What follows belongs to an exercise in optimizing a design on an open flow for small area; a production flow would make more cautious choices.
Only simulation tests tie the RTL to the original design; equivalence was not proved.
No activity file was given, so power comes from the tool's default toggle rates.

## motion_map_arbiter
module motion_map_arbiter #(
  parameter int unsigned NTILES       = 256,
  parameter int unsigned AW           = 8,
  parameter logic        VS_POL       = 1'b1,
  parameter int unsigned ALARM_MIN    = 4,
  parameter int unsigned ALARM_FRAMES = 2
) (
  input  logic          pclk,
  input  logic          rst,
  input  logic          s_pVSync,
  input  logic          vec_we,
  input  logic [AW-1:0] vec_addr,
  input  logic          motion_detected,
  input  logic          r0_req,
  input  logic [AW-1:0] r0_addr,
  input  logic          r1_req,
  input  logic [AW-1:0] r1_addr,
  output logic          r0_gnt,
  output logic          r0_data,
  output logic          r1_gnt,
  output logic          r1_data,
  output logic [8:0]    active_tiles,
  output logic          frame_done,
  output logic          alarm
);
export LEC_CHECK = 0
export CAP_MARGIN = 5
export CORE_MARGIN = 2
export CORE_UTILIZATION = 45
export PLACE_DENSITY = 0.7
export SLEW_MARGIN = 5
export SYNTH_HIERARCHICAL = 1
export SYNTH_MINIMUM_KEEP_SIZE = 0
create_clock -name core_clock -period 8.0 [get_ports {pclk}]
standard.sh (not shown) runs the stock make flow with config.mk's settings and CLKGATE_MAP_FILE= SYNTH_SCRIPT=/design/flow/synth_recipe.tcl, a recipe that flattens the netlist after the stock synthesis.
==> flow/flow/run.sh <==
#!/bin/bash
# The standard layout (standard.sh, unchanged synthesis) with two changes:
#  - clock tree synthesis without dummy loads, with clkbuf_8 leaf clusters;
#  - port buffers use the smallest buffer cell instead of a delay cell.
set -euo pipefail
export CTS_ARGS="-sink_clustering_enable -repair_clock_nets -dont_use_dummy_load -buf_list sky130_fd_sc_hd__clkbuf_8 -sink_clustering_size 15 -sink_clustering_max_diameter 80"
export BUFFER_PORTS_ARGS="-buffer_cell sky130_fd_sc_hd__buf_1"
bash standard.sh > standard.log 2>&1
The starting point produced a clean layout.
Next try:
==> flow/run.sh (new file) <==
#!/bin/bash
# synth_recipe.tcl (not shown) runs the flow's synth.tcl, then flattens the netlist and writes it again
# the make line also repeats each setting of config.mk as NAME=value (left out here)
make -C /OpenROAD-flow-scripts/flow DESIGN_CONFIG=/design/flow/config.mk WORK_HOME=/design/flow/orfs CLKGATE_MAP_FILE= SYNTH_SCRIPT=/design/flow/synth_recipe.tcl finish
Settings changed: CAP_MARGIN 5 to 20, CORE_UTILIZATION 45 to 60, CTS_BUF_LIST from default to sky130_fd_sc_hd__clkbuf_8, CTS_CLUSTER_DIAMETER from default to 60, CTS_CLUSTER_SIZE from default to 15, PLACE_DENSITY 0.7 to default, SLEW_MARGIN 5 to 20.
removed: flow/flow/run.sh
removed: flow/standard.sh
Utilization is higher by 18 points.
Routed wire length is lower by 3.2%.
Clock skew is lower by 0.036 ns.
Maximum frequency is lower by 7.1%.
Count of clock-buffer cells in the layout is higher by 4.
Next try:
==> flow/flow/run.sh (new file) <==
#!/bin/bash
# The standard layout (standard.sh, unchanged synthesis) with two changes:
#  - clock tree synthesis without dummy loads, with clkbuf_8 leaf clusters;
#  - port buffers use the smallest buffer cell instead of a delay cell.
set -euo pipefail
export CTS_ARGS="-sink_clustering_enable -repair_clock_nets -dont_use_dummy_load -buf_list sky130_fd_sc_hd__clkbuf_8 -sink_clustering_size 15 -sink_clustering_max_diameter 60"
export BUFFER_PORTS_ARGS="-buffer_cell sky130_fd_sc_hd__buf_1"
bash standard.sh > standard.log 2>&1
==> flow/standard.sh (new file) <==
#!/bin/bash
# synth_recipe.tcl (not shown) runs the flow's synth.tcl, then flattens the netlist and writes it again
# the make line also repeats each setting of config.mk as NAME=value (left out here)
make -C /OpenROAD-flow-scripts/flow DESIGN_CONFIG=/design/flow/config.mk WORK_HOME=/design/flow/orfs CLKGATE_MAP_FILE= SYNTH_SCRIPT=/design/flow/synth_recipe.tcl "${@:-finish}"
Settings changed: CAP_MARGIN 20 to 5, CORE_UTILIZATION 60 to 45, CTS_BUF_LIST sky130_fd_sc_hd__clkbuf_8 to default, CTS_CLUSTER_DIAMETER 60 to default, CTS_CLUSTER_SIZE 15 to default, PLACE_DENSITY from default to 0.7, SLEW_MARGIN 20 to 5.
removed: flow/run.sh
The new run completed without violations.
Synthesized area does not change.
Via count goes up by 0.56%.
Global-route usage goes down by 9.0 points.
Setup slack improves by 0.49 ns.
Final area goes down by 1.1%.
Next try:
Settings changed: CAP_MARGIN 5 to 20, CORE_UTILIZATION 45 to 60, PLACE_DENSITY 0.7 to default, SLEW_MARGIN 5 to 20.
The new run completed without violations. Clock power is lower by about 3%. Clock-buffer cell count is lower by 2. Fmax is lower by 3.3%. Critical path depth does not change. Setup slack loses 0.20 ns. Total power is lower by 0.64%. Clock skew is lower by 0.025 ns. First-iteration DRC count is lower by 4.2%. Die area is lower by 25%.
Next try:
==> flow/flow/run.sh (replaced) <==
#!/bin/bash
# The standard layout (standard.sh, unchanged synthesis) with two changes:
#  - clock tree synthesis without dummy loads, with clkbuf_8 leaf clusters;
#  - port buffers use the smallest buffer cell instead of a delay cell.
set -euo pipefail
export CTS_ARGS="-sink_clustering_enable -repair_clock_nets -dont_use_dummy_load -buf_list sky130_fd_sc_hd__clkbuf_8 -sink_clustering_size 18 -sink_clustering_max_diameter 80"
export BUFFER_PORTS_ARGS="-buffer_cell sky130_fd_sc_hd__buf_1"
bash standard.sh > standard.log 2>&1
Settings changed: CAP_MARGIN 20 to 5, CORE_UTILIZATION 60 to 45, PLACE_DENSITY from default to 0.7, SLEW_MARGIN 20 to 5.
Effect: Routed wire length grows by 0.58%. Combinational power fell by about 1%. Power drops by 2.1%. Sequential power hardly moves. Fmax rises by 2.4%. Clock power decreases by about 7%. Global-route usage goes down by 9.8 points. Via count fell by 0.56%. Worst setup slack improved by 0.14 ns.

---

Setup of nickel:
motion_map_arbiter again, from the RTL that the note above started with.
clock: 8.0 ns
lec_check: 0
cap_margin: 5
core_margin: 2
core_utilization: 45
gpl_timing_driven: 0
place_density: 0.7
slew_margin: 5
synth_hierarchical: 1
synth_minimum_keep_size: 0
==> flow/flow/run.sh <==
#!/bin/bash
# The standard layout (standard.sh, unchanged synthesis) with two changes:
#  - clock tree synthesis without dummy loads, with clkbuf_8 leaf clusters;
#  - port buffers use the smallest buffer cell instead of a delay cell.
set -euo pipefail
export CTS_ARGS="-sink_clustering_enable -repair_clock_nets -dont_use_dummy_load -buf_list sky130_fd_sc_hd__clkbuf_8 -sink_clustering_size 15 -sink_clustering_max_diameter 80"
export BUFFER_PORTS_ARGS="-buffer_cell sky130_fd_sc_hd__buf_1"
bash standard.sh > standard.log 2>&1
The inputs of lagoon differ from those of nickel as listed below.
# nickel
export LEC_CHECK = 0
export CAP_MARGIN = 5
export CORE_MARGIN = 2
export CORE_UTILIZATION = 45
export GPL_TIMING_DRIVEN = 0
export PLACE_DENSITY = 0.7
export SLEW_MARGIN = 5
export SYNTH_HIERARCHICAL = 1
export SYNTH_MINIMUM_KEEP_SIZE = 0
create_clock -name core_clock -period 8.0 [get_ports {pclk}]
# lagoon
export LEC_CHECK = 0
export CAP_MARGIN = 5
export CORE_MARGIN = 2
export CORE_UTILIZATION = 60
export SLEW_MARGIN = 5
export SYNTH_HIERARCHICAL = 1
export SYNTH_MINIMUM_KEEP_SIZE = 0
create_clock -name core_clock -period 8.0 [get_ports {pclk}]
==> flow/flow/run.sh <==
#!/bin/bash
# The standard layout (standard.sh, unchanged synthesis) with two changes:
#  - clock tree synthesis without dummy loads, with clkbuf_8 leaf clusters;
#  - port buffers use the smallest buffer cell instead of a delay cell.
set -euo pipefail
export CTS_ARGS="-sink_clustering_enable -repair_clock_nets -dont_use_dummy_load -buf_list sky130_fd_sc_hd__clkbuf_8 -sink_clustering_size 15 -sink_clustering_max_diameter 60"
export BUFFER_PORTS_ARGS="-buffer_cell sky130_fd_sc_hd__buf_1"
bash standard.sh > standard.log 2>&1
lagoon ended with more core utilization than nickel.
In lagoon the via count of the first global-routing pass turned out 403 lower than in nickel.
In terms of combinational gate power, nickel and lagoon differ only marginally.
Going from nickel to lagoon, the die area was shrunk.
lagoon — endpoint arrival time on the critical path 0.31 ns higher, nickel as reference
The total power in lagoon sits 0.000020 W above the value recorded for nickel.
lagoon: aggregate routed wire length is 4.9% higher than what nickel reported.
Summary of the comparison: standard cell area after detailed placement is lower in lagoon, relative to nickel.
Summary of lagoon over nickel: detailed-routed wire length on met3 picked up an extra 1600 µm, cell area went down 2.3%.
Number of non-clock buffers in the layout in lagoon is 44% below nickel.

-- afterwards: timing with drivers on the ports --
The flow's constraints put no driver on any port. The routed layouts listed below were extracted and timed again, unchanged, in two steps.
Step 1 (the two cells are an assumption about what drives the block):
set clk [get_ports {pclk}]
set_driving_cell -lib_cell sky130_fd_sc_hd__clkbuf_16 $clk
set_driving_cell -lib_cell sky130_fd_sc_hd__buf_2 [delete_from_list [all_inputs] $clk]
Step 2, shift: input delay + t, output delay - t, t = (earliest + latest rising clock arrival at the registers) / 2. This alone moves slack from input paths to output paths.
a / b / c = no drivers / after step 1 / after step 2; a / b = the first two.
run	t, ns	setup WS [ns]	clock arrival spread, ns	slew at the worst register clock pin (ns)	worst slew at a driven data input, ns
the first run of note 1	0.694	2.212 / 2.220 / 1.526	0.071 / 0.070	0.11 / 0.11	0.10
the second run of note 1	0.670	1.770 / 1.799 / 1.129	0.030 / 0.030	0.10 / 0.10	0.04
the third run of note 1	0.691	2.261 / 2.268 / 1.577	0.056 / 0.056	0.10 / 0.10	0.11
the fourth run of note 1	0.660	2.064 / 2.091 / 1.431	0.036 / 0.036	0.10 / 0.10	0.09
the fifth run of note 1	0.627	2.205 / 2.211 / 1.584	0.075 / 0.075	0.12 / 0.12	0.10
nickel	0.688	2.483 / 2.512 / 1.824	0.056 / 0.056	0.10 / 0.10	0.06
lagoon	0.651	2.140 / 2.168 / 1.516	0.045 / 0.045	0.10 / 0.10	0.09
After both steps every run listed still meets setup and hold. The setup slack of the first run of note 1, which loses most, moves by +0.008 ns with the drivers and by -0.686 ns with both steps.
